This is an optimization exercise on Yosys and OpenROAD, whose aim is small area, a short achievable clock period and few clock cycles per item, not a production implementation. Only the layout flow was run in this run; the RTL was not checked for function there. Power figures rest on the tool's default switching activity, not on a simulated workload.

`config.mk`:
```
export PLATFORM = sky130hd
export DESIGN_NAME = signed_int_alu_div_mod_core
export DESIGN_NICKNAME = signed_int_alu_div_mod_core
export VERILOG_FILES = /design/flow/design.v
export SDC_FILE = /design/flow/constraint.sdc
export NUM_CORES = 4
export LEC_CHECK = 0
export ABC_AREA = 1
export CAP_MARGIN = 20
export CORE_MARGIN = 2
export CORE_UTILIZATION = 40
export SLEW_MARGIN = 20
export DONT_USE_CELLS += sky130_fd_sc_hd__clkdlybuf4s15_1 sky130_fd_sc_hd__clkdlybuf4s15_2 sky130_fd_sc_hd__clkdlybuf4s18_1 sky130_fd_sc_hd__clkdlybuf4s18_2 sky130_fd_sc_hd__clkdlybuf4s25_1 sky130_fd_sc_hd__clkdlybuf4s25_2 sky130_fd_sc_hd__clkdlybuf4s50_1 sky130_fd_sc_hd__clkdlybuf4s50_2 sky130_fd_sc_hd__dlygate4sd1_1 sky130_fd_sc_hd__dlygate4sd2_1 sky130_fd_sc_hd__dlygate4sd3_1 sky130_fd_sc_hd__dlymetal6s2s_1 sky130_fd_sc_hd__dlymetal6s4s_1 sky130_fd_sc_hd__dlymetal6s6s_1
export SETUP_SLACK_MARGIN = 6.8
```
`constraint.sdc`:
```
create_clock -name core_clock -period 10.0 [get_ports {i_clk}]
set_input_delay 2.0000 -clock core_clock [delete_from_list [all_inputs] [get_ports {i_clk}]]
set_output_delay 2.0000 -clock core_clock [all_outputs]
set_load 0.01 [all_outputs]
```
`design.v`:
```
package sia_pkg;
    localparam logic [2:0] CMD_ADD = 3'd0;
    localparam logic [2:0] CMD_SUB = 3'd1;
    localparam logic [2:0] CMD_DIV = 3'd2;
    localparam logic [2:0] CMD_MUL = 3'd3;
    localparam logic [2:0] CMD_REM = 3'd4;
endpackage
module signed_int_alu_div_mod_core (
    input  logic        i_clk,
    input  logic        i_rst_n,
    input  logic        i_valid,
    output logic        o_ready,
    input  logic [2:0]  i_command,
    input  logic [31:0] i_operand_a,
    input  logic [31:0] i_operand_b,
    output logic        o_valid,
    input  logic        i_ready,
    output logic [31:0] o_result,
    output logic        o_status
);
    logic        r_ov, r_sv, r_rdy;
    logic [32:0] r_od, r_oh, r_sd;
    logic [4:0]  r_cnt;
    logic        w_rec, w_push, w_end_v, w_st;
    logic [31:0] w_res;
    logic        w_cmul, w_cdv, w_csub, w_cnone, w_cdiv, w_crem;
    assign w_cmul  = (i_command == 3'd3);
    assign w_cdiv  = (i_command == 3'd2);
    assign w_crem  = (i_command == 3'd4);
    assign w_cdv   = w_cdiv | w_crem;
    assign w_csub  = (i_command == 3'd1);
    assign w_cnone = i_command[2] & (i_command[1] | i_command[0]);
    logic [31:0] w_ora, w_orb, w_d0, w_n0;
    logic        w_na, w_nb, w_negb, w_neg0;
    logic [1:0]  w_t0;
    assign w_ora[0] = 1'b0;
    assign w_orb[0] = 1'b0;
    genvar gi;
    generate for (gi = 1; gi < 32; gi = gi + 1) begin : g_or
        assign w_ora[gi] = |i_operand_a[gi-1:0];
        assign w_orb[gi] = |i_operand_b[gi-1:0];
    end endgenerate
    assign w_na   = i_operand_a[31];
    assign w_nb   = i_operand_b[31];
    assign w_negb = w_csub | (w_cdv & !w_nb);
    assign w_d0   = w_cmul ? (i_operand_a ^ ~w_ora) : (w_cnone ? 32'd0 : (i_operand_b ^ (w_orb & {32{w_negb}})));
    assign w_n0   = w_cmul ? i_operand_b : w_cnone ? 32'd0 : (i_operand_a ^ (w_ora & {32{w_cdv & w_na}}));
    assign w_neg0 = (w_cdiv & (w_na ^ w_nb)) | (w_crem & w_na);
    assign w_t0   = w_cmul ? 2'd1 : w_cdiv ? 2'd2 : w_crem ? 2'd3 : 2'd0;
    logic        r_v0, r_g0;
    logic [1:0]  r_t0;
    logic [31:0] r_d0, r_n0;
    always_ff @(posedge i_clk) begin
        if (!i_rst_n) r_v0 <= 1'b0;
        else r_v0 <= w_rec ? w_end_v : (i_valid && r_rdy);
        r_t0 <= w_rec ? {w_st, 1'b0} : w_t0;
        r_g0 <= w_rec ? 1'b0 : w_neg0;
        r_d0 <= w_rec ? w_res : w_d0;
        r_n0 <= w_rec ? 32'd0 : w_n0;
    end
    logic w_m1, w_dv1, w_as1;
    assign w_m1  = !r_t0[1] & r_t0[0];
    assign w_dv1 = r_t0[1];
    assign w_as1 = !r_t0[1] & !r_t0[0];
    logic [0:0] w_x0, w_s0, w_r0;
    logic        w_c0, w_hz0, w_sel0;
    logic [31:0] w_q0;
    assign w_x0 = r_n0[31];
    assign {w_c0, w_s0} = {1'b0, w_x0} + {1'b0, r_d0[0:0]};
    assign w_hz0 = &r_d0[31:1];
    assign w_sel0 = (w_m1 & r_n0[31]) | (w_dv1 & w_hz0 & w_c0);
    assign w_r0 = w_sel0 ? w_s0 : w_x0;
    assign w_q0 = {r_n0[30:0], w_sel0};
    logic [1:0] w_x1, w_s1, w_r1;
    logic        w_c1, w_hz1, w_sel1;
    logic [31:0] w_q1;
    assign w_x1 = {w_r0, w_q0[31]};
    assign {w_c1, w_s1} = {1'b0, w_x1} + {1'b0, r_d0[1:0]};
    assign w_hz1 = &r_d0[31:2];
    assign w_sel1 = (w_m1 & w_q0[31]) | (w_dv1 & w_hz1 & w_c1);
    assign w_r1 = w_sel1 ? w_s1 : w_x1;
    assign w_q1 = {w_q0[30:0], w_sel1};
    logic [2:0] w_x2, w_s2, w_r2;
    logic        w_c2, w_hz2, w_sel2;
    logic [31:0] w_q2;
    assign w_x2 = {w_r1, w_q1[31]};
    assign {w_c2, w_s2} = {1'b0, w_x2} + {1'b0, r_d0[2:0]};
    assign w_hz2 = &r_d0[31:3];
    assign w_sel2 = (w_m1 & w_q1[31]) | (w_dv1 & w_hz2 & w_c2);
    assign w_r2 = w_sel2 ? w_s2 : w_x2;
    assign w_q2 = {w_q1[30:0], w_sel2};
    logic        r_v1, r_g1;
    logic [1:0]  r_t1;
    logic [31:0] r_d1, r_n1;
    logic [2:0] r_r1;
    always_ff @(posedge i_clk) begin
        if (!i_rst_n) r_v1 <= 1'b0;
        else r_v1 <= r_v0;
        r_t1 <= r_t0;
        r_g1 <= r_g0;
        r_d1 <= r_d0;
        r_n1 <= w_q2;
        r_r1 <= w_r2;
    end
    logic w_m2, w_dv2, w_as2;
    assign w_m2  = !r_t1[1] & r_t1[0];
    assign w_dv2 = r_t1[1];
    assign w_as2 = !r_t1[1] & !r_t1[0];
    logic [3:0] w_x3, w_s3, w_r3;
    logic        w_c3, w_hz3, w_sel3;
    logic [31:0] w_q3;
    assign w_x3 = {r_r1, r_n1[31]};
    assign {w_c3, w_s3} = {1'b0, w_x3} + {1'b0, r_d1[3:0]};
    assign w_hz3 = &r_d1[31:4];
    assign w_sel3 = (w_m2 & r_n1[31]) | (w_dv2 & w_hz3 & w_c3);
    assign w_r3 = w_sel3 ? w_s3 : w_x3;
    assign w_q3 = {r_n1[30:0], w_sel3};
    logic [4:0] w_x4, w_s4, w_r4;
    logic        w_c4, w_hz4, w_sel4;
    logic [31:0] w_q4;
    assign w_x4 = {w_r3, w_q3[31]};
    assign {w_c4, w_s4} = {1'b0, w_x4} + {1'b0, r_d1[4:0]};
    assign w_hz4 = &r_d1[31:5];
    assign w_sel4 = (w_m2 & w_q3[31]) | (w_dv2 & w_hz4 & w_c4);
    assign w_r4 = w_sel4 ? w_s4 : w_x4;
    assign w_q4 = {w_q3[30:0], w_sel4};
    logic        r_v2, r_g2;
    logic [1:0]  r_t2;
    logic [31:0] r_d2, r_n2;
    logic [4:0] r_r2;
    always_ff @(posedge i_clk) begin
        if (!i_rst_n) r_v2 <= 1'b0;
        else r_v2 <= r_v1;
        r_t2 <= r_t1;
        r_g2 <= r_g1;
        r_d2 <= r_d1;
        r_n2 <= w_q4;
        r_r2 <= w_r4;
    end
    logic w_m3, w_dv3, w_as3;
    assign w_m3  = !r_t2[1] & r_t2[0];
    assign w_dv3 = r_t2[1];
    assign w_as3 = !r_t2[1] & !r_t2[0];
    logic [5:0] w_x5, w_s5, w_r5;
    logic        w_c5, w_hz5, w_sel5;
    logic [31:0] w_q5;
    assign w_x5 = {r_r2, r_n2[31]};
    assign {w_c5, w_s5} = {1'b0, w_x5} + {1'b0, r_d2[5:0]};
    assign w_hz5 = &r_d2[31:6];
    assign w_sel5 = (w_m3 & r_n2[31]) | (w_dv3 & w_hz5 & w_c5);
    assign w_r5 = w_sel5 ? w_s5 : w_x5;
    assign w_q5 = {r_n2[30:0], w_sel5};
    logic [6:0] w_x6, w_s6, w_r6;
    logic        w_c6, w_hz6, w_sel6;
    logic [31:0] w_q6;
    assign w_x6 = {w_r5, w_q5[31]};
    assign {w_c6, w_s6} = {1'b0, w_x6} + {1'b0, r_d2[6:0]};
    assign w_hz6 = &r_d2[31:7];
    assign w_sel6 = (w_m3 & w_q5[31]) | (w_dv3 & w_hz6 & w_c6);
    assign w_r6 = w_sel6 ? w_s6 : w_x6;
    assign w_q6 = {w_q5[30:0], w_sel6};
    logic        r_v3, r_g3;
    logic [1:0]  r_t3;
    logic [31:0] r_d3, r_n3;
    logic [6:0] r_r3;
    always_ff @(posedge i_clk) begin
        if (!i_rst_n) r_v3 <= 1'b0;
        else r_v3 <= r_v2;
        r_t3 <= r_t2;
        r_g3 <= r_g2;
        r_d3 <= r_d2;
        r_n3 <= w_q6;
        r_r3 <= w_r6;
    end
    logic w_m4, w_dv4, w_as4;
    assign w_m4  = !r_t3[1] & r_t3[0];
    assign w_dv4 = r_t3[1];
    assign w_as4 = !r_t3[1] & !r_t3[0];
    logic [7:0] w_x7, w_s7, w_r7;
    logic        w_c7, w_hz7, w_sel7;
    logic [31:0] w_q7;
    assign w_x7 = {r_r3, r_n3[31]};
    assign {w_c7, w_s7} = {1'b0, w_x7} + {1'b0, r_d3[7:0]};
    assign w_hz7 = &r_d3[31:8];
    assign w_sel7 = (w_m4 & r_n3[31]) | (w_dv4 & w_hz7 & w_c7);
    assign w_r7 = w_sel7 ? w_s7 : w_x7;
    assign w_q7 = {r_n3[30:0], w_sel7};
    logic [8:0] w_x8, w_s8, w_r8;
    logic        w_c8, w_hz8, w_sel8;
    logic [31:0] w_q8;
    assign w_x8 = {w_r7, w_q7[31]};
    assign {w_c8, w_s8} = {1'b0, w_x8} + {1'b0, r_d3[8:0]};
    assign w_hz8 = &r_d3[31:9];
    assign w_sel8 = (w_m4 & w_q7[31]) | (w_dv4 & w_hz8 & w_c8);
    assign w_r8 = w_sel8 ? w_s8 : w_x8;
    assign w_q8 = {w_q7[30:0], w_sel8};
    logic        r_v4, r_g4;
    logic [1:0]  r_t4;
    logic [31:0] r_d4, r_n4;
    logic [8:0] r_r4;
    always_ff @(posedge i_clk) begin
        if (!i_rst_n) r_v4 <= 1'b0;
        else r_v4 <= r_v3;
        r_t4 <= r_t3;
        r_g4 <= r_g3;
        r_d4 <= r_d3;
        r_n4 <= w_q8;
        r_r4 <= w_r8;
    end
    logic w_m5, w_dv5, w_as5;
    assign w_m5  = !r_t4[1] & r_t4[0];
    assign w_dv5 = r_t4[1];
    assign w_as5 = !r_t4[1] & !r_t4[0];
    logic [9:0] w_x9, w_s9, w_r9;
    logic        w_c9, w_hz9, w_sel9;
    logic [31:0] w_q9;
    assign w_x9 = {r_r4, r_n4[31]};
    assign {w_c9, w_s9} = {1'b0, w_x9} + {1'b0, r_d4[9:0]};
    assign w_hz9 = &r_d4[31:10];
    assign w_sel9 = (w_m5 & r_n4[31]) | (w_dv5 & w_hz9 & w_c9);
    assign w_r9 = w_sel9 ? w_s9 : w_x9;
    assign w_q9 = {r_n4[30:0], w_sel9};
    logic [10:0] w_x10, w_s10, w_r10;
    logic        w_c10, w_hz10, w_sel10;
    logic [31:0] w_q10;
    assign w_x10 = {w_r9, w_q9[31]};
    assign {w_c10, w_s10} = {1'b0, w_x10} + {1'b0, r_d4[10:0]};
    assign w_hz10 = &r_d4[31:11];
    assign w_sel10 = (w_m5 & w_q9[31]) | (w_dv5 & w_hz10 & w_c10);
    assign w_r10 = w_sel10 ? w_s10 : w_x10;
    assign w_q10 = {w_q9[30:0], w_sel10};
    logic        r_v5, r_g5;
    logic [1:0]  r_t5;
    logic [31:0] r_d5, r_n5;
    logic [10:0] r_r5;
    always_ff @(posedge i_clk) begin
        if (!i_rst_n) r_v5 <= 1'b0;
        else r_v5 <= r_v4;
        r_t5 <= r_t4;
        r_g5 <= r_g4;
        r_d5 <= r_d4;
        r_n5 <= w_q10;
        r_r5 <= w_r10;
    end
    logic w_m6, w_dv6, w_as6;
    assign w_m6  = !r_t5[1] & r_t5[0];
    assign w_dv6 = r_t5[1];
    assign w_as6 = !r_t5[1] & !r_t5[0];
    logic [11:0] w_x11, w_s11, w_r11;
    logic        w_c11, w_hz11, w_sel11;
    logic [31:0] w_q11;
    assign w_x11 = {r_r5, r_n5[31]};
    assign {w_c11, w_s11} = {1'b0, w_x11} + {1'b0, r_d5[11:0]};
    assign w_hz11 = &r_d5[31:12];
    assign w_sel11 = (w_m6 & r_n5[31]) | (w_dv6 & w_hz11 & w_c11);
    assign w_r11 = w_sel11 ? w_s11 : w_x11;
    assign w_q11 = {r_n5[30:0], w_sel11};
    logic [12:0] w_x12, w_s12, w_r12;
    logic        w_c12, w_hz12, w_sel12;
    logic [31:0] w_q12;
    assign w_x12 = {w_r11, w_q11[31]};
    assign {w_c12, w_s12} = {1'b0, w_x12} + {1'b0, r_d5[12:0]};
    assign w_hz12 = &r_d5[31:13];
    assign w_sel12 = (w_m6 & w_q11[31]) | (w_dv6 & w_hz12 & w_c12);
    assign w_r12 = w_sel12 ? w_s12 : w_x12;
    assign w_q12 = {w_q11[30:0], w_sel12};
    logic        r_v6, r_g6;
    logic [1:0]  r_t6;
    logic [31:0] r_d6, r_n6;
    logic [12:0] r_r6;
    always_ff @(posedge i_clk) begin
        if (!i_rst_n) r_v6 <= 1'b0;
        else r_v6 <= r_v5;
        r_t6 <= r_t5;
        r_g6 <= r_g5;
        r_d6 <= r_d5;
        r_n6 <= w_q12;
        r_r6 <= w_r12;
    end
    logic w_m7, w_dv7, w_as7;
    assign w_m7  = !r_t6[1] & r_t6[0];
    assign w_dv7 = r_t6[1];
    assign w_as7 = !r_t6[1] & !r_t6[0];
    logic [13:0] w_x13, w_s13, w_r13;
    logic        w_c13, w_hz13, w_sel13;
    logic [31:0] w_q13;
    assign w_x13 = {r_r6, r_n6[31]};
    assign {w_c13, w_s13} = {1'b0, w_x13} + {1'b0, r_d6[13:0]};
    assign w_hz13 = &r_d6[31:14];
    assign w_sel13 = (w_m7 & r_n6[31]) | (w_dv7 & w_hz13 & w_c13);
    assign w_r13 = w_sel13 ? w_s13 : w_x13;
    assign w_q13 = {r_n6[30:0], w_sel13};
    logic [14:0] w_x14, w_s14, w_r14;
    logic        w_c14, w_hz14, w_sel14;
    logic [31:0] w_q14;
    assign w_x14 = {w_r13, w_q13[31]};
    assign {w_c14, w_s14} = {1'b0, w_x14} + {1'b0, r_d6[14:0]};
    assign w_hz14 = &r_d6[31:15];
    assign w_sel14 = (w_m7 & w_q13[31]) | (w_dv7 & w_hz14 & w_c14);
    assign w_r14 = w_sel14 ? w_s14 : w_x14;
    assign w_q14 = {w_q13[30:0], w_sel14};
    logic        r_v7, r_g7;
    logic [1:0]  r_t7;
    logic [31:0] r_d7, r_n7;
    logic [14:0] r_r7;
    always_ff @(posedge i_clk) begin
        if (!i_rst_n) r_v7 <= 1'b0;
        else r_v7 <= r_v6;
        r_t7 <= r_t6;
        r_g7 <= r_g6;
        r_d7 <= r_d6;
        r_n7 <= w_q14;
        r_r7 <= w_r14;
    end
    logic w_m8, w_dv8, w_as8;
    assign w_m8  = !r_t7[1] & r_t7[0];
    assign w_dv8 = r_t7[1];
    assign w_as8 = !r_t7[1] & !r_t7[0];
    logic [15:0] w_x15, w_s15, w_r15;
    logic        w_c15, w_hz15, w_sel15;
    logic [31:0] w_q15;
    assign w_x15 = {r_r7, r_n7[31]};
    assign {w_c15, w_s15} = {1'b0, w_x15} + {1'b0, r_d7[15:0]};
    assign w_hz15 = &r_d7[31:16];
    assign w_sel15 = (w_m8 & r_n7[31]) | (w_dv8 & w_hz15 & w_c15);
    assign w_r15 = w_sel15 ? w_s15 : w_x15;
    assign w_q15 = {r_n7[30:0], w_sel15};
    logic        r_v8, r_g8;
    logic [1:0]  r_t8;
    logic [31:0] r_d8, r_n8;
    logic [15:0] r_r8;
    always_ff @(posedge i_clk) begin
        if (!i_rst_n) r_v8 <= 1'b0;
        else r_v8 <= r_v7;
        r_t8 <= r_t7;
        r_g8 <= r_g7;
        r_d8 <= r_d7;
        r_n8 <= w_q15;
        r_r8 <= w_r15;
    end
    logic w_m9, w_dv9, w_as9;
    assign w_m9  = !r_t8[1] & r_t8[0];
    assign w_dv9 = r_t8[1];
    assign w_as9 = !r_t8[1] & !r_t8[0];
    logic [16:0] w_x16, w_s16, w_r16;
    logic        w_c16, w_hz16, w_sel16;
    logic [31:0] w_q16;
    assign w_x16 = {r_r8, r_n8[31]};
    assign {w_c16, w_s16} = {1'b0, w_x16} + {1'b0, r_d8[16:0]};
    assign w_hz16 = &r_d8[31:17];
    assign w_sel16 = (w_m9 & r_n8[31]) | (w_dv9 & w_hz16 & w_c16);
    assign w_r16 = w_sel16 ? w_s16 : w_x16;
    assign w_q16 = {r_n8[30:0], w_sel16};
    logic        r_v9, r_g9;
    logic [1:0]  r_t9;
    logic [31:0] r_d9, r_n9;
    logic [16:0] r_r9;
    always_ff @(posedge i_clk) begin
        if (!i_rst_n) r_v9 <= 1'b0;
        else r_v9 <= r_v8;
        r_t9 <= r_t8;
        r_g9 <= r_g8;
        r_d9 <= r_d8;
        r_n9 <= w_q16;
        r_r9 <= w_r16;
    end
    logic w_m10, w_dv10, w_as10;
    assign w_m10  = !r_t9[1] & r_t9[0];
    assign w_dv10 = r_t9[1];
    assign w_as10 = !r_t9[1] & !r_t9[0];
    logic [17:0] w_x17, w_s17, w_r17;
    logic        w_c17, w_hz17, w_sel17;
    logic [31:0] w_q17;
    assign w_x17 = {r_r9, r_n9[31]};
    assign {w_c17, w_s17} = {1'b0, w_x17} + {1'b0, r_d9[17:0]};
    assign w_hz17 = &r_d9[31:18];
    assign w_sel17 = (w_m10 & r_n9[31]) | (w_dv10 & w_hz17 & w_c17);
    assign w_r17 = w_sel17 ? w_s17 : w_x17;
    assign w_q17 = {r_n9[30:0], w_sel17};
    logic        r_v10, r_g10;
    logic [1:0]  r_t10;
    logic [31:0] r_d10, r_n10;
    logic [17:0] r_r10;
    always_ff @(posedge i_clk) begin
        if (!i_rst_n) r_v10 <= 1'b0;
        else r_v10 <= r_v9;
        r_t10 <= r_t9;
        r_g10 <= r_g9;
        r_d10 <= r_d9;
        r_n10 <= w_q17;
        r_r10 <= w_r17;
    end
    logic w_m11, w_dv11, w_as11;
    assign w_m11  = !r_t10[1] & r_t10[0];
    assign w_dv11 = r_t10[1];
    assign w_as11 = !r_t10[1] & !r_t10[0];
    logic [18:0] w_x18, w_s18, w_r18;
    logic        w_c18, w_hz18, w_sel18;
    logic [31:0] w_q18;
    assign w_x18 = {r_r10, r_n10[31]};
    assign {w_c18, w_s18} = {1'b0, w_x18} + {1'b0, r_d10[18:0]};
    assign w_hz18 = &r_d10[31:19];
    assign w_sel18 = (w_m11 & r_n10[31]) | (w_dv11 & w_hz18 & w_c18);
    assign w_r18 = w_sel18 ? w_s18 : w_x18;
    assign w_q18 = {r_n10[30:0], w_sel18};
    logic        r_v11, r_g11;
    logic [1:0]  r_t11;
    logic [31:0] r_d11, r_n11;
    logic [18:0] r_r11;
    always_ff @(posedge i_clk) begin
        if (!i_rst_n) r_v11 <= 1'b0;
        else r_v11 <= r_v10;
        r_t11 <= r_t10;
        r_g11 <= r_g10;
        r_d11 <= r_d10;
        r_n11 <= w_q18;
        r_r11 <= w_r18;
    end
    logic w_m12, w_dv12, w_as12;
    assign w_m12  = !r_t11[1] & r_t11[0];
    assign w_dv12 = r_t11[1];
    assign w_as12 = !r_t11[1] & !r_t11[0];
    logic [19:0] w_x19, w_s19, w_r19;
    logic        w_c19, w_hz19, w_sel19;
    logic [31:0] w_q19;
    assign w_x19 = {r_r11, r_n11[31]};
    assign {w_c19, w_s19} = {1'b0, w_x19} + {1'b0, r_d11[19:0]};
    assign w_hz19 = &r_d11[31:20];
    assign w_sel19 = (w_m12 & r_n11[31]) | (w_dv12 & w_hz19 & w_c19);
    assign w_r19 = w_sel19 ? w_s19 : w_x19;
    assign w_q19 = {r_n11[30:0], w_sel19};
    logic        r_v12, r_g12;
    logic [1:0]  r_t12;
    logic [31:0] r_d12, r_n12;
    logic [19:0] r_r12;
    always_ff @(posedge i_clk) begin
        if (!i_rst_n) r_v12 <= 1'b0;
        else r_v12 <= r_v11;
        r_t12 <= r_t11;
        r_g12 <= r_g11;
        r_d12 <= r_d11;
        r_n12 <= w_q19;
        r_r12 <= w_r19;
    end
    logic w_m13, w_dv13, w_as13;
    assign w_m13  = !r_t12[1] & r_t12[0];
    assign w_dv13 = r_t12[1];
    assign w_as13 = !r_t12[1] & !r_t12[0];
    logic [20:0] w_x20, w_s20, w_r20;
    logic        w_c20, w_hz20, w_sel20;
    logic [31:0] w_q20;
    assign w_x20 = {r_r12, r_n12[31]};
    assign {w_c20, w_s20} = {1'b0, w_x20} + {1'b0, r_d12[20:0]};
    assign w_hz20 = &r_d12[31:21];
    assign w_sel20 = (w_m13 & r_n12[31]) | (w_dv13 & w_hz20 & w_c20);
    assign w_r20 = w_sel20 ? w_s20 : w_x20;
    assign w_q20 = {r_n12[30:0], w_sel20};
    logic        r_v13, r_g13;
    logic [1:0]  r_t13;
    logic [31:0] r_d13, r_n13;
    logic [20:0] r_r13;
    always_ff @(posedge i_clk) begin
        if (!i_rst_n) r_v13 <= 1'b0;
        else r_v13 <= r_v12;
        r_t13 <= r_t12;
        r_g13 <= r_g12;
        r_d13 <= r_d12;
        r_n13 <= w_q20;
        r_r13 <= w_r20;
    end
    logic w_m14, w_dv14, w_as14;
    assign w_m14  = !r_t13[1] & r_t13[0];
    assign w_dv14 = r_t13[1];
    assign w_as14 = !r_t13[1] & !r_t13[0];
    logic [21:0] w_x21, w_s21, w_r21;
    logic        w_c21, w_hz21, w_sel21;
    logic [31:0] w_q21;
    assign w_x21 = {r_r13, r_n13[31]};
    assign {w_c21, w_s21} = {1'b0, w_x21} + {1'b0, r_d13[21:0]};
    assign w_hz21 = &r_d13[31:22];
    assign w_sel21 = (w_m14 & r_n13[31]) | (w_dv14 & w_hz21 & w_c21);
    assign w_r21 = w_sel21 ? w_s21 : w_x21;
    assign w_q21 = {r_n13[30:0], w_sel21};
    logic        r_v14, r_g14;
    logic [1:0]  r_t14;
    logic [31:0] r_d14, r_n14;
    logic [21:0] r_r14;
    always_ff @(posedge i_clk) begin
        if (!i_rst_n) r_v14 <= 1'b0;
        else r_v14 <= r_v13;
        r_t14 <= r_t13;
        r_g14 <= r_g13;
        r_d14 <= r_d13;
        r_n14 <= w_q21;
        r_r14 <= w_r21;
    end
    logic w_m15, w_dv15, w_as15;
    assign w_m15  = !r_t14[1] & r_t14[0];
    assign w_dv15 = r_t14[1];
    assign w_as15 = !r_t14[1] & !r_t14[0];
    logic [22:0] w_x22, w_s22, w_r22;
    logic        w_c22, w_hz22, w_sel22;
    logic [31:0] w_q22;
    assign w_x22 = {r_r14, r_n14[31]};
    assign {w_c22, w_s22} = {1'b0, w_x22} + {1'b0, r_d14[22:0]};
    assign w_hz22 = &r_d14[31:23];
    assign w_sel22 = (w_m15 & r_n14[31]) | (w_dv15 & w_hz22 & w_c22);
    assign w_r22 = w_sel22 ? w_s22 : w_x22;
    assign w_q22 = {r_n14[30:0], w_sel22};
    logic        r_v15, r_g15;
    logic [1:0]  r_t15;
    logic [31:0] r_d15, r_n15;
    logic [22:0] r_r15;
    always_ff @(posedge i_clk) begin
        if (!i_rst_n) r_v15 <= 1'b0;
        else r_v15 <= r_v14;
        r_t15 <= r_t14;
        r_g15 <= r_g14;
        r_d15 <= r_d14;
        r_n15 <= w_q22;
        r_r15 <= w_r22;
    end
    logic w_m16, w_dv16, w_as16;
    assign w_m16  = !r_t15[1] & r_t15[0];
    assign w_dv16 = r_t15[1];
    assign w_as16 = !r_t15[1] & !r_t15[0];
    logic [23:0] w_x23, w_s23, w_r23;
    logic        w_c23, w_hz23, w_sel23;
    logic [31:0] w_q23;
    assign w_x23 = {r_r15, r_n15[31]};
    assign {w_c23, w_s23} = {1'b0, w_x23} + {1'b0, r_d15[23:0]};
    assign w_hz23 = &r_d15[31:24];
    assign w_sel23 = (w_m16 & r_n15[31]) | (w_dv16 & w_hz23 & w_c23);
    assign w_r23 = w_sel23 ? w_s23 : w_x23;
    assign w_q23 = {r_n15[30:0], w_sel23};
    logic        r_v16, r_g16;
    logic [1:0]  r_t16;
    logic [31:0] r_d16, r_n16;
    logic [23:0] r_r16;
    always_ff @(posedge i_clk) begin
        if (!i_rst_n) r_v16 <= 1'b0;
        else r_v16 <= r_v15;
        r_t16 <= r_t15;
        r_g16 <= r_g15;
        r_d16 <= r_d15;
        r_n16 <= w_q23;
        r_r16 <= w_r23;
    end
    logic w_m17, w_dv17, w_as17;
    assign w_m17  = !r_t16[1] & r_t16[0];
    assign w_dv17 = r_t16[1];
    assign w_as17 = !r_t16[1] & !r_t16[0];
    logic [24:0] w_x24, w_s24, w_r24;
    logic        w_c24, w_hz24, w_sel24;
    logic [31:0] w_q24;
    assign w_x24 = {r_r16, r_n16[31]};
    assign {w_c24, w_s24} = {1'b0, w_x24} + {1'b0, r_d16[24:0]};
    assign w_hz24 = &r_d16[31:25];
    assign w_sel24 = (w_m17 & r_n16[31]) | (w_dv17 & w_hz24 & w_c24);
    assign w_r24 = w_sel24 ? w_s24 : w_x24;
    assign w_q24 = {r_n16[30:0], w_sel24};
    logic        r_v17, r_g17;
    logic [1:0]  r_t17;
    logic [31:0] r_d17, r_n17;
    logic [24:0] r_r17;
    always_ff @(posedge i_clk) begin
        if (!i_rst_n) r_v17 <= 1'b0;
        else r_v17 <= r_v16;
        r_t17 <= r_t16;
        r_g17 <= r_g16;
        r_d17 <= r_d16;
        r_n17 <= w_q24;
        r_r17 <= w_r24;
    end
    logic w_m18, w_dv18, w_as18;
    assign w_m18  = !r_t17[1] & r_t17[0];
    assign w_dv18 = r_t17[1];
    assign w_as18 = !r_t17[1] & !r_t17[0];
    logic [25:0] w_x25, w_s25, w_r25;
    logic        w_c25, w_hz25, w_sel25;
    logic [31:0] w_q25;
    assign w_x25 = {r_r17, r_n17[31]};
    assign {w_c25, w_s25} = {1'b0, w_x25} + {1'b0, r_d17[25:0]};
    assign w_hz25 = &r_d17[31:26];
    assign w_sel25 = (w_m18 & r_n17[31]) | (w_dv18 & w_hz25 & w_c25);
    assign w_r25 = w_sel25 ? w_s25 : w_x25;
    assign w_q25 = {r_n17[30:0], w_sel25};
    logic        r_v18, r_g18;
    logic [1:0]  r_t18;
    logic [31:0] r_d18, r_n18;
    logic [25:0] r_r18;
    always_ff @(posedge i_clk) begin
        if (!i_rst_n) r_v18 <= 1'b0;
        else r_v18 <= r_v17;
        r_t18 <= r_t17;
        r_g18 <= r_g17;
        r_d18 <= r_d17;
        r_n18 <= w_q25;
        r_r18 <= w_r25;
    end
    logic w_m19, w_dv19, w_as19;
    assign w_m19  = !r_t18[1] & r_t18[0];
    assign w_dv19 = r_t18[1];
    assign w_as19 = !r_t18[1] & !r_t18[0];
    logic [26:0] w_x26, w_s26, w_r26;
    logic        w_c26, w_hz26, w_sel26;
    logic [31:0] w_q26;
    assign w_x26 = {r_r18, r_n18[31]};
    assign {w_c26, w_s26} = {1'b0, w_x26} + {1'b0, r_d18[26:0]};
    assign w_hz26 = &r_d18[31:27];
    assign w_sel26 = (w_m19 & r_n18[31]) | (w_dv19 & w_hz26 & w_c26);
    assign w_r26 = w_sel26 ? w_s26 : w_x26;
    assign w_q26 = {r_n18[30:0], w_sel26};
    logic        r_v19, r_g19;
    logic [1:0]  r_t19;
    logic [31:0] r_d19, r_n19;
    logic [26:0] r_r19;
    always_ff @(posedge i_clk) begin
        if (!i_rst_n) r_v19 <= 1'b0;
        else r_v19 <= r_v18;
        r_t19 <= r_t18;
        r_g19 <= r_g18;
        r_d19 <= r_d18;
        r_n19 <= w_q26;
        r_r19 <= w_r26;
    end
    logic w_m20, w_dv20, w_as20;
    assign w_m20  = !r_t19[1] & r_t19[0];
    assign w_dv20 = r_t19[1];
    assign w_as20 = !r_t19[1] & !r_t19[0];
    logic [27:0] w_x27, w_s27, w_r27;
    logic        w_c27, w_hz27, w_sel27;
    logic [31:0] w_q27;
    assign w_x27 = {r_r19, r_n19[31]};
    assign {w_c27, w_s27} = {1'b0, w_x27} + {1'b0, r_d19[27:0]};
    assign w_hz27 = &r_d19[31:28];
    assign w_sel27 = (w_m20 & r_n19[31]) | (w_dv20 & w_hz27 & w_c27);
    assign w_r27 = w_sel27 ? w_s27 : w_x27;
    assign w_q27 = {r_n19[30:0], w_sel27};
    logic        r_v20, r_g20;
    logic [1:0]  r_t20;
    logic [31:0] r_d20, r_n20;
    logic [27:0] r_r20;
    always_ff @(posedge i_clk) begin
        if (!i_rst_n) r_v20 <= 1'b0;
        else r_v20 <= r_v19;
        r_t20 <= r_t19;
        r_g20 <= r_g19;
        r_d20 <= r_d19;
        r_n20 <= w_q27;
        r_r20 <= w_r27;
    end
    logic w_m21, w_dv21, w_as21;
    assign w_m21  = !r_t20[1] & r_t20[0];
    assign w_dv21 = r_t20[1];
    assign w_as21 = !r_t20[1] & !r_t20[0];
    logic [28:0] w_x28, w_s28, w_r28;
    logic        w_c28, w_hz28, w_sel28;
    logic [31:0] w_q28;
    assign w_x28 = {r_r20, r_n20[31]};
    assign {w_c28, w_s28} = {1'b0, w_x28} + {1'b0, r_d20[28:0]};
    assign w_hz28 = &r_d20[31:29];
    assign w_sel28 = (w_m21 & r_n20[31]) | (w_dv21 & w_hz28 & w_c28);
    assign w_r28 = w_sel28 ? w_s28 : w_x28;
    assign w_q28 = {r_n20[30:0], w_sel28};
    logic        r_v21, r_g21;
    logic [1:0]  r_t21;
    logic [31:0] r_d21, r_n21;
    logic [28:0] r_r21;
    always_ff @(posedge i_clk) begin
        if (!i_rst_n) r_v21 <= 1'b0;
        else r_v21 <= r_v20;
        r_t21 <= r_t20;
        r_g21 <= r_g20;
        r_d21 <= r_d20;
        r_n21 <= w_q28;
        r_r21 <= w_r28;
    end
    logic w_m22, w_dv22, w_as22;
    assign w_m22  = !r_t21[1] & r_t21[0];
    assign w_dv22 = r_t21[1];
    assign w_as22 = !r_t21[1] & !r_t21[0];
    logic [29:0] w_x29, w_s29, w_r29;
    logic        w_c29, w_hz29, w_sel29;
    logic [31:0] w_q29;
    assign w_x29 = {r_r21, r_n21[31]};
    assign {w_c29, w_s29} = {1'b0, w_x29} + {1'b0, r_d21[29:0]};
    assign w_hz29 = &r_d21[31:30];
    assign w_sel29 = (w_m22 & r_n21[31]) | (w_dv22 & w_hz29 & w_c29);
    assign w_r29 = w_sel29 ? w_s29 : w_x29;
    assign w_q29 = {r_n21[30:0], w_sel29};
    logic        r_v22, r_g22;
    logic [1:0]  r_t22;
    logic [31:0] r_d22, r_n22;
    logic [29:0] r_r22;
    always_ff @(posedge i_clk) begin
        if (!i_rst_n) r_v22 <= 1'b0;
        else r_v22 <= r_v21;
        r_t22 <= r_t21;
        r_g22 <= r_g21;
        r_d22 <= r_d21;
        r_n22 <= w_q29;
        r_r22 <= w_r29;
    end
    logic w_m23, w_dv23, w_as23;
    assign w_m23  = !r_t22[1] & r_t22[0];
    assign w_dv23 = r_t22[1];
    assign w_as23 = !r_t22[1] & !r_t22[0];
    logic [30:0] w_x30, w_s30, w_r30;
    logic        w_c30, w_hz30, w_sel30;
    logic [31:0] w_q30;
    assign w_x30 = {r_r22, r_n22[31]};
    assign {w_c30, w_s30} = {1'b0, w_x30} + {1'b0, r_d22[30:0]};
    assign w_hz30 = &r_d22[31:31];
    assign w_sel30 = (w_m23 & r_n22[31]) | (w_dv23 & w_hz30 & w_c30);
    assign w_r30 = w_sel30 ? w_s30 : w_x30;
    assign w_q30 = {r_n22[30:0], w_sel30};
    logic        r_v23, r_g23;
    logic [1:0]  r_t23;
    logic [31:0] r_d23, r_n23;
    logic [30:0] r_r23;
    always_ff @(posedge i_clk) begin
        if (!i_rst_n) r_v23 <= 1'b0;
        else r_v23 <= r_v22;
        r_t23 <= r_t22;
        r_g23 <= r_g22;
        r_d23 <= r_d22;
        r_n23 <= w_q30;
        r_r23 <= w_r30;
    end
    logic w_m24, w_dv24, w_as24;
    assign w_m24  = !r_t23[1] & r_t23[0];
    assign w_dv24 = r_t23[1];
    assign w_as24 = !r_t23[1] & !r_t23[0];
    logic [31:0] w_x31, w_s31, w_r31;
    logic        w_c31, w_hz31, w_sel31;
    logic [31:0] w_q31;
    assign w_x31 = {r_r23, r_n23[31]};
    assign {w_c31, w_s31} = {1'b0, w_x31} + {1'b0, r_d23[31:0]};
    assign w_sel31 = (w_m24 & r_n23[31]) | (w_dv24 & w_c31) | w_as24;
    assign w_r31 = w_sel31 ? w_s31 : w_x31;
    assign w_q31 = {r_n23[30:0], w_sel31};
    logic        r_v24, r_g24;
    logic [1:0]  r_t24;
    logic [31:0] r_d24, r_n24;
    logic [31:0] r_r24;
    always_ff @(posedge i_clk) begin
        if (!i_rst_n) r_v24 <= 1'b0;
        else r_v24 <= r_v23;
        r_t24 <= r_t23;
        r_g24 <= r_g23;
        r_d24 <= r_d23;
        r_n24 <= w_q31;
        r_r24 <= w_r31;
    end
    logic        w_dz;
    logic [31:0] w_mag, w_orm;
    assign w_dz  = ~|r_d24;
    assign w_st  = r_t24[1] & w_dz;
    assign w_mag = (r_t24 == 2'd2) ? r_n24 : r_r24;
    assign w_orm[0] = 1'b0;
    generate for (gi = 1; gi < 32; gi = gi + 1) begin : g_orm
        assign w_orm[gi] = |w_mag[gi-1:0];
    end endgenerate
    assign w_res = w_st ? 32'd0 : (w_mag ^ (w_orm & {32{r_g24}}));
    assign w_end_v = r_v24;
    assign w_rec   = w_end_v && (r_sv || (r_cnt != 5'd0));
    assign w_push  = w_end_v && !r_sv && (r_cnt == 5'd0);
    logic        n_ov, n_sv, n_end_v;
    logic [4:0]  n_cnt;
    always_comb begin
        n_ov = r_ov;
        n_sv = r_sv;
        if (!r_ov || i_ready) begin
            n_ov = r_sv || w_push;
            n_sv = 1'b0;
        end else if (w_push) begin
            n_sv = 1'b1;
        end
        if (w_rec && r_cnt == 5'd0) n_cnt = 5'd24;
        else if (r_cnt != 5'd0)     n_cnt = r_cnt - 5'd1;
        else                           n_cnt = r_cnt;
        n_end_v = r_v23;
    end
    always_ff @(posedge i_clk) begin
        if (!i_rst_n) begin
            r_ov  <= 1'b0;
            r_sv  <= 1'b0;
            r_cnt <= 5'd0;
            r_rdy <= 1'b1;
        end else begin
            r_ov  <= n_ov;
            r_sv  <= n_sv;
            r_cnt <= n_cnt;
            r_rdy <= (n_cnt == 5'd0) && !(n_end_v && n_sv);
        end
        if (!r_sv) r_sd <= {w_st, w_res};
        r_od <= (r_ov && !i_ready) ? r_oh : r_sv ? r_sd : {w_st, w_res};
        r_oh <= (r_ov && !i_ready) ? r_od : r_sv ? r_sd : {w_st, w_res};
    end
    assign o_ready  = r_rdy;
    assign o_valid  = r_ov;
    assign o_result = r_od[31:0];
    assign o_status = r_od[32];
endmodule
```
`flow/run.sh`:
```
#!/bin/bash
set -euo pipefail
bash standard.sh synth > standard_synth.log 2>&1
cat >> config.mk <<'EOM'
export DONT_USE_CELLS += sky130_fd_sc_hd__clkdlybuf4s15_1 sky130_fd_sc_hd__clkdlybuf4s15_2 sky130_fd_sc_hd__clkdlybuf4s18_1 sky130_fd_sc_hd__clkdlybuf4s18_2 sky130_fd_sc_hd__clkdlybuf4s25_1 sky130_fd_sc_hd__clkdlybuf4s25_2 sky130_fd_sc_hd__clkdlybuf4s50_1 sky130_fd_sc_hd__clkdlybuf4s50_2 sky130_fd_sc_hd__dlygate4sd1_1 sky130_fd_sc_hd__dlygate4sd2_1 sky130_fd_sc_hd__dlygate4sd3_1 sky130_fd_sc_hd__dlymetal6s2s_1 sky130_fd_sc_hd__dlymetal6s4s_1 sky130_fd_sc_hd__dlymetal6s6s_1
EOM
bash standard.sh place > standard_place.log 2>&1
echo "export SETUP_SLACK_MARGIN = ${FLOW_MARGIN_NS:-6.8}" >> config.mk
bash standard.sh finish > standard_finish.log 2>&1
```
`standard.sh`:
```
#!/bin/bash
# synth_recipe.tcl (not shown) runs the flow's synth.tcl, then flattens the netlist and writes it again
# the make line also repeats each setting of config.mk as NAME=value (left out here)
make -C /OpenROAD-flow-scripts/flow DESIGN_CONFIG=/design/flow/config.mk WORK_HOME=/design/flow/orfs CLKGATE_MAP_FILE= SYNTH_SCRIPT=/design/flow/synth_recipe.tcl "${@:-finish}"
```
==> metrics.log <==
[metrics] result of the run: finished clean
[metrics] hold path startpoint: r_n20[9]
[metrics] maximum level of the CTS H-tree: 4
[metrics] remaining global-route overflow: 0
[metrics] final worst setup slack: 6327 ps
[metrics] buffer depth of the longest clock path: 3
[metrics] clock latency (worst-skew pair): 870 ps
[metrics] antenna violations before repair: 33
[metrics] number of placement rows: 172
[metrics] final hold slack: 289.0 ps
[metrics] remaining routing DRC violations: 0
[metrics] number of flops mapped to enable cells by yosys: 0
[metrics] DR WL/cell: 20.49 um
[metrics] share of synthesized flip-flops with an asynchronous set or reset: 0%
[metrics] period utilisation layout: 36.73%
[metrics] Reg-to-Reg Start: r_d5[0]
[metrics] number of I/O pins: 106
[metrics] mean instance size in the synthesized netlist: 8.632 um2
[metrics] class of the tightest hold or removal check: reg2reg
[metrics] register-to-register setup slack: 6330 ps
[metrics] biggest cell delay along the critical path: 360 ps
[metrics] WP data required: 10750 ps
[metrics] crit path capture type: flop
[metrics] Worst EP arrival: 4430 ps
[metrics] root buffer selected by CTS: sky130_fd_sc_hd__clkbuf_16
[metrics] number of instances in the synthesized netlist: 10230
[metrics] primary flip-flop cell chosen by synthesis mapping: sky130_fd_sc_hd__dfxtp_1
[metrics] wire length of the first global-routing pass: 415.8 mm
[metrics] transition time of the tightest slew-check pin: 1247 ps
[metrics] Detail Placement HPWL: 215.9 mm
[metrics] Starting Density: 40.21%
[metrics] worst clock skew on the final layout: 43.44 ps
[metrics] final total negative setup slack: 0 ps
[metrics] die outline area: 224400 um2
[metrics] count of buffering cells on the critical path with inverters included: 6
[metrics] Worst path top cell family by delay: simple AND/OR/NAND/NOR gates
[metrics] standard cell core area: 219500 um2
[metrics] max_cap viols: 0
[metrics] most frequent cells in the layout: sky130_fd_sc_hd__nand2_1, sky130_fd_sc_hd__dfxtp_1, sky130_fd_sc_hd__nand3_1
[metrics] DR top layer: met5
[metrics] post-place setup slack: 4625 ps
[metrics] Yosys top cell area share: 51.67%
[metrics] top flop regs: r_od (33), r_oh (33), r_sd (33)
[metrics] Met3 Routed Length: 12.44 mm
[metrics] slowest library cell on the worst path: sky130_fd_sc_hd__dfxtp_4
[metrics] final net count: 11340
[metrics] via count of the first global-routing pass: 68930
[metrics] cell leakage power: 46.82 nW
[metrics] Met1 Routed Length: 120.6 mm
[metrics] PwrDens: 286.6 nW/um2
[metrics] metal2 WL: 134.6 mm
[metrics] fin area: 104400 um2
[metrics] nature of the critical path startpoint: flop
[metrics] area grow syn2layout: 18.30%
[metrics] First-pass DRT Iterations: 6
[metrics] maximum number of pins on one net before global-route repair: 71
[metrics] cell accounting for the most synthesized area: sky130_fd_sc_hd__dfxtp_1
[metrics] Worst Setup Path Type: reg2reg
[metrics] worst supply voltage drop on vdd: 0.0001955 V
[metrics] gpl congestion: 0.9724
[metrics] post-layout total power: 29.92 mW
[metrics] Iter 0 DRT Violations: 5142
[metrics] synthesized area: 88260 um2
[metrics] RSZ-0062 raised after global routing: yes
[metrics] part of the Yosys area used for sequential elements: 51.67%
[metrics] floorplan die width: 473.7 um
[metrics] Slew Limit Fails: 0
[metrics] GRT Resource Usage Total: 24.26%
[metrics] timing-limited maximum frequency: 272.3 MHz
[metrics] Final Hold Vio Count: 0
[metrics] detailed-route via count: 70670
[metrics] number of cells on the worst hold path: 0
[metrics] number of storage elements in the synthesis netlist: 2278
[metrics] highest fanout seen on the critical path: 6
[metrics] most common cell after layout, fill and taps aside: sky130_fd_sc_hd__nand2_1
[metrics] number of buffers inserted during clock tree synthesis: 224
[metrics] most common cell type on the critical path: sky130_fd_sc_hd__nand2_1
[metrics] Placement Cell Area: 91520 um2
[metrics] syn nets: 10860
[metrics] die height: 473.7 um
[metrics] detailed-route wire length: 282.2 mm
[metrics] top cells by area, synth: sky130_fd_sc_hd__dfxtp_1, sky130_fd_sc_hd__nand2_1, sky130_fd_sc_hd__ha_1
[metrics] fraction of layout instances using a drive strength above 1: 12.17%
[metrics] clock tree from TritonCTS: done
[metrics] depth of the most critical reg-to-reg path: 26
[metrics] Unique masters post-synth: 59
[metrics] end of the worst register-to-register path: r_r6[3]
[metrics] Hold EP: r_n21[10]
[metrics] clock-pin slew on the worst setup and hold paths: 60 ps
[metrics] vias per cell: 5.130
[metrics] count of warnings emitted by yosys: 1
[metrics] number of buffer cells added on primary ports: 105
[metrics] CTS sink count: 2278
[metrics] fin crit period: 3673 ps
[metrics] antenna viol nets, final: 0
[metrics] Slew headroom: 16.07%
[metrics] Setup Viol. Count Final: 0
[worst max-delay path by stage]
stage,start,endpoint,cells after the start
floorplan,r_d5[0],r_r6[3],26
global placement,r_d6[0],r_r7[1],22
detailed placement,r_d6[0],r_r7[1],22
CTS,r_n6[31],r_r7[1],22
global route,r_d5[0],r_r6[3],25
finish,r_d5[0],r_r6[3],26
[layout make-up]
class | count | area (um2)
Antenna cell | 20 | 50.05
Clock buffer | 299 | 6320
Clock inverter | 111 | 1483
Fill cell | 20780 | 115100
Inverter | 745 | 2860
Multi-Input combinational cell | 7016 | 41700
Sequential cell | 2278 | 45770
Tap cell | 2871 | 3592
Timing Repair Buffer | 430 | 2608
Timing Repair inverter | 4 | 33.78
[where the power goes]
group	internal [mW]	switching (mW)
Clock	5.09	3.64
Combinational	3.45	5.83
Sequential	10.6	1.28
Total	19.2	10.8
[cells in the mapped netlist, types with 4 or more instances]
| cell type | instances |
|---|---|
| sky130_fd_sc_hd__and2_1 | 48 |
| sky130_fd_sc_hd__fa_1 | 31 |
| sky130_fd_sc_hd__o21bai_1 | 62 |
| sky130_fd_sc_hd__dfxtp_1 | 2278 |
| sky130_fd_sc_hd__nand3b_1 | 58 |
| sky130_fd_sc_hd__nand3_2 | 39 |
| sky130_fd_sc_hd__ha_1 | 534 |
| sky130_fd_sc_hd__nor3_1 | 124 |
| sky130_fd_sc_hd__a211oi_1 | 19 |
| sky130_fd_sc_hd__or2_2 | 40 |
| sky130_fd_sc_hd__a31oi_1 | 30 |
| sky130_fd_sc_hd__buf_2 | 60 |
| sky130_fd_sc_hd__nand4_1 | 166 |
| sky130_fd_sc_hd__inv_1 | 735 |
| sky130_fd_sc_hd__o21ai_1 | 33 |
| sky130_fd_sc_hd__inv_2 | 6 |
| sky130_fd_sc_hd__nor2_1 | 612 |
| sky130_fd_sc_hd__a21o_1 | 54 |
| sky130_fd_sc_hd__buf_6 | 8 |
| sky130_fd_sc_hd__o21ai_0 | 487 |
| sky130_fd_sc_hd__buf_8 | 4 |
| sky130_fd_sc_hd__a21boi_1 | 18 |
| sky130_fd_sc_hd__o22ai_1 | 7 |
| sky130_fd_sc_hd__o211ai_1 | 37 |
| sky130_fd_sc_hd__a21boi_0 | 31 |
| sky130_fd_sc_hd__o21a_1 | 30 |
| sky130_fd_sc_hd__nand3_1 | 797 |
| sky130_fd_sc_hd__xnor2_1 | 165 |
| sky130_fd_sc_hd__nor2_4 | 7 |
| sky130_fd_sc_hd__clkbuf_1 | 101 |
| sky130_fd_sc_hd__a21oi_1 | 651 |
| sky130_fd_sc_hd__nand2_2 | 37 |
| sky130_fd_sc_hd__buf_1 | 13 |
| sky130_fd_sc_hd__nor2_2 | 6 |
| sky130_fd_sc_hd__buf_4 | 8 |
| sky130_fd_sc_hd__nor4_1 | 46 |
| sky130_fd_sc_hd__a22oi_1 | 4 |
| sky130_fd_sc_hd__xor2_1 | 270 |
| sky130_fd_sc_hd__nand2_1 | 2534 |
[worst register-to-register path, delay by kind of cell (launching register included)]
| kind | cells | cell delay [ps] |
|---|---|---|
| adders and majority gates | 3 | 760 |
| AOI/OAI and AO/OA | 3 | 310 |
| buffers and inverters | 6 | 750 |
| DFF | 1 | 360 |
| and+or+nand+nor | 14 | 1370 |
[per-layer routing]
metal	GRT usage, %	vias to the layer above
met5	0	-
met4	11.23	8
met3	3.204	554
met2	41.51	1922
met1	30.21	33290
li1	-	34900
[through the flow]
step	utilization [%]	instances
finish	47.57	13770
global route	47.56	13770
CTS	46.81	13660
detailed placement	41.69	13040
global placement	41.68	13040
floorplan	-	10230
[timing repair]
action / CTS / global route
hold buffers: 0 / 0
setup endpoints to repair: 588 / 441
cloned: 13 / 4
buffers inserted: 195 / 88
pin swaps: 138 / 158
gates resized for setup: 626 / 301
[cells by family (layout without fill, tap and decap cells)]
| group | Yosys count | count (layout) | synth area share (%) |
|---|---|---|---|
| XOR/XNOR | 435 | 435 | 4.317 |
| flip-flops | 2278 | 2278 | 51.67 |
| adder cells (fa/ha/maj) | 565 | 565 | 8.273 |
| AO/OA/AOI/OAI | 1481 | 1482 | 9.273 |
| AND/OR/NAND/NOR | 4526 | 4534 | 22.21 |
| buffers and inverters | 940 | 1589 | 4.260 |
| other | 0 | 20 | 0 |

[re-timing with driven ports]
How much do the figures lean on ideal ports? The routed layout below was timed once more, with nothing changed but the port constraints. Step 1 assumes that a clkbuf_16 drives the clock port and a buf_2 every other input. Step 2 also shifts input and output timing later by t, the mid clock arrival at the registers, as if the neighbouring blocks saw the same clock. a / b / c = ideal ports / drivers / drivers and shift; a / b = the first two.
t (ns): 0.936
setup slack, ns: 6.327 / 6.327 / 5.957
worst setup path after step 2: input to register
worst slew at a driven data input, ns: 0.22
cell pins on the clock port's net: 1
After both steps this run still meets setup and hold. The setup slack of this run moves by 0.000 ns with the drivers and by -0.370 ns with both steps.
